This is an optimization exercise on Yosys and OpenROAD, whose aim is small area, not a production implementation.
The RTL was checked by simulation tests, not by an equivalence proof against the original design.
Power and IR drop assume default switching activity.

// valu_top
module valu_top (
  input  logic                   clk,
  input  logic                   reset,
  input  logic                   in_valid,
  input  valu_op_pkg::vop_e      in_op,
  input  logic                   in_frac,
  input  logic                   in_half,
  input  logic [(4 * 16)-1:0] in_a,
  input  logic [(4 * 16)-1:0] in_b,
  output logic                   result_valid,
  output logic [(4 * 16)-1:0] result
);
Size: ~4900 cells after synthesis, roughly 410 flip-flops, about 43000 µm² of cells after synthesis.
clock: 7.0 ns
lec_check: 0
abc_area: 1
cap_margin: 20
core_margin: 2
core_utilization: 40
slew_margin: 20
synth_hierarchical: 1
run.sh (not shown) runs the stock make flow with config.mk's settings and CLKGATE_MAP_FILE= SYNTH_SCRIPT=/design/flow/synth_recipe.tcl, a recipe that flattens the netlist after the stock synthesis.
The first run ran to the end with no violations.
Rerun with:
==> flow/flow/run.sh (new file) <==
#!/bin/bash
# The standard layout with the standard synthesis unchanged, with two changes:
#  - the port buffers are plain buf_1 cells (buffer_ports otherwise picks a delay-buffer cell)
#  - clock tree synthesis adds no dummy loads at the clock tree leaves
# The make output (every tool's log is also kept under orfs/logs) goes to standard.log.
set -euo pipefail
bash standard.sh \
  BUFFER_PORTS_ARGS="-buffer_cell sky130_fd_sc_hd__buf_1" \
  CTS_ARGS="-sink_clustering_enable -repair_clock_nets -dont_use_dummy_load -sink_clustering_size 24 -sink_clustering_max_diameter 80" \
  finish > standard.log 2>&1
==> flow/standard.sh (new file) <==
#!/bin/bash
# synth_recipe.tcl (not shown) runs the flow's synth.tcl, then flattens the netlist and writes it again
# the make line also repeats each setting of config.mk as NAME=value (left out here)
make -C /OpenROAD-flow-scripts/flow DESIGN_CONFIG=/design/flow/config.mk WORK_HOME=/design/flow/orfs CLKGATE_MAP_FILE= SYNTH_SCRIPT=/design/flow/synth_recipe.tcl "${@:-finish}"
removed: flow/run.sh
Hold slack stays flat.
Via count came out lower by about 0.46%.
Die area is unchanged.
Area after synthesis stays the same.
Wire length came out lower by 1.2%.
Maximum frequency barely changes.
Non-clock buffer count came out lower by 30.
Rerun with:
--- a/flow/flow/run.sh
+++ b/flow/flow/run.sh
@@ -9 +9 @@
-  CTS_ARGS="-sink_clustering_enable -repair_clock_nets -dont_use_dummy_load -sink_clustering_size 24 -sink_clustering_max_diameter 80" \
+  CTS_ARGS="-sink_clustering_enable -repair_clock_nets -dont_use_dummy_load" \
Outcome: The changed run produced a clean layout; die area is unchanged; utilization climbs by 0.33 points; final cell count stays flat.
Rerun with:
- CORE_UTILIZATION: 40 -> 55
Outcome:
- The changed run passed the timing, DRC and antenna checks
- final area went down by 1.2%
- clock-buffer cell count went down by 1
- worst setup slack gets worse by 0.077 ns
- synthesized cell count does not change
- power went down by 0.35%

* * *

valu_top again, from the RTL that the note above started with.
Settings: LEC_CHECK=0, ABC_AREA=1, CAP_MARGIN=20, CORE_MARGIN=2, CORE_UTILIZATION=40, GPL_TIMING_DRIVEN=0, SLEW_MARGIN=20, SYNTH_HIERARCHICAL=1; clock period 7.0 ns.
standard.sh (not shown) runs the stock make flow with config.mk's settings and CLKGATE_MAP_FILE= SYNTH_SCRIPT=/design/flow/synth_recipe.tcl, a recipe that flattens the netlist after the stock synthesis.
==> flow/flow/run.sh <==
#!/bin/bash
# The standard layout with the standard synthesis unchanged, with two changes:
#  - the port buffers are plain buf_1 cells (buffer_ports otherwise picks a delay-buffer cell)
#  - clock tree synthesis adds no dummy loads at the clock tree leaves
# The make output (every tool's log is also kept under orfs/logs) goes to standard.log.
set -euo pipefail
bash standard.sh \
  BUFFER_PORTS_ARGS="-buffer_cell sky130_fd_sc_hd__buf_1" \
  CTS_ARGS="-sink_clustering_enable -repair_clock_nets -dont_use_dummy_load" \
  finish > standard.log 2>&1
Edit:
--- a/flow/flow/run.sh
+++ b/flow/flow/run.sh
@@ -7,4 +7,4 @@
 bash standard.sh \
   BUFFER_PORTS_ARGS="-buffer_cell sky130_fd_sc_hd__buf_1" \
-  CTS_ARGS="-sink_clustering_enable -repair_clock_nets -dont_use_dummy_load" \
+  CTS_ARGS="-sink_clustering_enable -repair_clock_nets -dont_use_dummy_load -sink_clustering_size 28 -sink_clustering_max_diameter 110" \
   finish > standard.log 2>&1
Settings changed: GPL_TIMING_DRIVEN 0 to default.
The new run finished clean.
Count of clock-buffer cells in the layout is lower by 27.
Setup slack improves by 230 ps.
Die area is unchanged.
Cell count goes down by 1.2%.
Hold slack gains 24 ps.
Register-to-register slack improves by 230 ps.
Flip-flop and latch count stays the same.
Wire length fell by 0.87%.
Clock skew falls by 32 ps.
Edit:
--- a/flow/flow/run.sh
+++ b/flow/flow/run.sh
@@ -7,4 +7,4 @@
 bash standard.sh \
   BUFFER_PORTS_ARGS="-buffer_cell sky130_fd_sc_hd__buf_1" \
-  CTS_ARGS="-sink_clustering_enable -repair_clock_nets -dont_use_dummy_load -sink_clustering_size 28 -sink_clustering_max_diameter 110" \
+  CTS_ARGS="-sink_clustering_enable -repair_clock_nets -dont_use_dummy_load -sink_clustering_size 32 -sink_clustering_max_diameter 90" \
   finish > standard.log 2>&1
The new run finished with timing, DRC and antenna clean.
Worst setup slack gets worse by 7.7 ps.
Total power rose by about 1%.
Hold slack gets worse by 16 ps.
Wire length barely changes.
Cell area rose by about 0.4%.
Count of clock-buffer cells in the layout rose by 7.
Combinational power barely changes.
Final cell count hardly moves.
Non-clock buffer count rose by 1.

* * *

## trial 72
valu_top, a different RTL version from the one above (not shown whole).
For scale: roughly 410 flip-flops, ~200 I/O pins.
export LEC_CHECK = 0
export ABC_AREA = 1
export CAP_MARGIN = 20
export CORE_MARGIN = 2
export CORE_UTILIZATION = 40
export SLEW_MARGIN = 20
export SYNTH_HIERARCHICAL = 1
create_clock -name core_clock -period 7.0 [get_ports {clk}]
==> flow/flow/run.sh <==
#!/bin/bash
# The standard layout with the standard synthesis unchanged, with two changes:
#  - the port buffers are plain buf_1 cells (buffer_ports otherwise picks a delay-buffer cell)
#  - clock tree synthesis adds no dummy loads at the clock tree leaves
# The make output (every tool's log is also kept under orfs/logs) goes to standard.log.
set -euo pipefail
bash standard.sh \
  BUFFER_PORTS_ARGS="-buffer_cell sky130_fd_sc_hd__buf_1" \
  CTS_ARGS="-sink_clustering_enable -repair_clock_nets -dont_use_dummy_load -sink_clustering_size 20 -sink_clustering_max_diameter 70 -buf_list sky130_fd_sc_hd__clkbuf_8" \
  finish > standard.log 2>&1
## Diff of input files: build 6 against trial 72
--- a/flow/flow/run.sh
+++ b/flow/flow/run.sh
@@ -8,3 +8,3 @@
   BUFFER_PORTS_ARGS="-buffer_cell sky130_fd_sc_hd__buf_1" \
-  CTS_ARGS="-sink_clustering_enable -repair_clock_nets -dont_use_dummy_load -sink_clustering_size 20 -sink_clustering_max_diameter 70 -buf_list sky130_fd_sc_hd__clkbuf_8" \
+  CTS_ARGS="-sink_clustering_enable -repair_clock_nets -dont_use_dummy_load -sink_clustering_size 24 -sink_clustering_max_diameter 80" \
   finish > standard.log 2>&1
[summary]
Build 6: maximum fanout along the worst path is 2 higher than what trial 72 reported.
[build 6 vs trial 72] total power: higher in build 6
For build 6, the cell with the largest stage delay on the worst path was sky130_fd_sc_hd__dfxtp_2, unlike trial 72, where it was sky130_fd_sc_hd__dfxtp_4.
Number of instances in the placed design came out exactly the same in build 6 and trial 72.
Total of plain and repair buffers excluding clock buffers in build 6 is 4 higher than in trial 72
On worst hold margin: build 6 sits below trial 72.
Diff trial 72 -> build 6: layout buffering overhead excluding clock cells saw little to no change; number of global-route vias before repair saw little to no change.

* * *

Another version of the RTL of valu_top (not shown whole).
For scale: ~4300 cells after synthesis, roughly 200 I/O pins, roughly 43000 um2 of cells after synthesis.
## valu_top
module valu_top (
  input  logic                   clk,
  input  logic                   reset,
  input  logic                   in_valid,
  input  valu_op_pkg::vop_e      in_op,
  input  logic                   in_frac,
  input  logic                   in_half,
  input  logic [(4 * 16)-1:0] in_a,
  input  logic [(4 * 16)-1:0] in_b,
  output logic                   result_valid,
  output logic [(4 * 16)-1:0] result
);
Settings: LEC_CHECK=0, ABC_AREA=0, CAP_MARGIN=20, CORE_MARGIN=2, CORE_UTILIZATION=40, SLEW_MARGIN=20, SYNTH_HIERARCHICAL=1; clock period 7.0 ns.
==> flow/flow/run.sh <==
#!/bin/bash
# The standard layout with the standard synthesis unchanged, with two changes:
#  - the port buffers are plain buf_1 cells (buffer_ports otherwise picks a delay-buffer cell)
#  - clock tree synthesis adds no dummy loads at the clock tree leaves
# The make output (every tool's log is also kept under orfs/logs) goes to standard.log.
set -euo pipefail
bash standard.sh \
  BUFFER_PORTS_ARGS="-buffer_cell sky130_fd_sc_hd__buf_1" \
  CTS_ARGS="-sink_clustering_enable -repair_clock_nets -dont_use_dummy_load -sink_clustering_size 16 -sink_clustering_max_diameter 60 -buf_list sky130_fd_sc_hd__clkbuf_8" \
  finish > standard.log 2>&1
The baseline finished with timing, DRC and antenna clean.
==> next run, changes <==
--- a/flow/flow/run.sh
+++ b/flow/flow/run.sh
@@ -9 +9 @@
-  CTS_ARGS="-sink_clustering_enable -repair_clock_nets -dont_use_dummy_load -sink_clustering_size 16 -sink_clustering_max_diameter 60 -buf_list sky130_fd_sc_hd__clkbuf_8" \
+  CTS_ARGS="-sink_clustering_enable -repair_clock_nets -dont_use_dummy_load -sink_clustering_size 24 -sink_clustering_max_diameter 80" \
- ABC_AREA: 0 -> 1
The new run ran to the end with no violations; final area drops by 4.4%; wire length drops by 2.1%; die area drops by 2.8%; critical path depth climbs by 6; utilization drops by 0.60 points; global-route usage climbs by 0.32 points; power drops by 3.2%.

* * *

Starting RTL as in the previous note.
==> flow/config.mk <==
export PLATFORM = sky130hd
export DESIGN_NAME = valu_top
export DESIGN_NICKNAME = valu_top
export VERILOG_FILES = /design/flow/design.v
export SDC_FILE = /design/flow/constraint.sdc
export NUM_CORES = 4
export LEC_CHECK = 0
export ABC_AREA = 1
export CAP_MARGIN = 20
export CORE_MARGIN = 2
export CORE_UTILIZATION = 60
export SLEW_MARGIN = 20
export SYNTH_HIERARCHICAL = 1
==> flow/constraint.sdc <==
create_clock -name core_clock -period 7.0 [get_ports {clk}]
set_input_delay 1.4000 -clock core_clock [delete_from_list [all_inputs] [get_ports {clk}]]
set_output_delay 1.4000 -clock core_clock [all_outputs]
set_load 0.01 [all_outputs]
==> flow/flow/run.sh <==
#!/bin/bash
# The standard layout with the standard synthesis unchanged, with two changes:
#  - the port buffers are plain buf_1 cells (buffer_ports otherwise picks a delay-buffer cell)
#  - clock tree synthesis adds no dummy loads at the clock tree leaves
# The make output (every tool's log is also kept under orfs/logs) goes to standard.log.
set -euo pipefail
bash standard.sh \
  BUFFER_PORTS_ARGS="-buffer_cell sky130_fd_sc_hd__buf_1" \
  CTS_ARGS="-sink_clustering_enable -repair_clock_nets -dont_use_dummy_load -sink_clustering_size 16 -sink_clustering_max_diameter 60 -buf_list sky130_fd_sc_hd__clkbuf_8" \
  finish > standard.log 2>&1
The starting point completed without violations.
==> next run, changes <==
CORE_UTILIZATION = 40   (was 60)
Combinational power is about the same. Design area goes up by 1.5%. Setup slack gets worse by 0.17 ns. Fmax goes down by 2.5%. Clock-buffer cell count goes up by 8. Synthesized cell count does not change. Die area goes up by 49%. Routed wire length goes up by about 3%.

## afterwards: timing with drivers on the ports
No port has a modelled driver above. Below, the same layouts with a new extraction and two added sets of constraints. Step 1 assumes that a clkbuf_16 drives the clock port and a buf_2 every other input. Step 2 moves the port delays by t, midway between the first and last clock arrival at a register: inputs arrive t later, outputs are due t later. That takes back most of the time a late clock gives input paths. Three values: ideal, step 1, step 2; two values: the first two.
run	t (ns)	slack for setup (ns)	worst slew at a driven data input, ns
the first run of note 1	0.706	0.472 / 0.472 / 0.472	0.08
the second run of note 1	0.666	0.471 / 0.471 / 0.471	0.05
the third run of note 1	0.677	0.476 / 0.476 / 0.476	0.05
the fourth run of note 1	0.661	0.399 / 0.399 / 0.399	0.08
the first run of note 2	0.673	0.264 / 0.264 / 0.264	0.10
the second run of note 2	0.666	0.489 / 0.489 / 0.489	0.05
the third run of note 2	0.700	0.481 / 0.481 / 0.481	0.05
trial 72	0.737	0.363 / 0.363 / 0.363	0.09
build 6	0.654	0.439 / 0.439 / 0.439	0.07
the first run of note 4	0.756	0.263 / 0.263 / 0.263	0.05
the second run of note 4	0.702	0.375 / 0.375 / 0.375	0.09
the first run of note 5	0.703	0.459 / 0.459 / 0.459	0.10
the second run of note 5	0.763	0.293 / 0.293 / 0.293	0.10
After both steps setup and hold are still met in every run listed.
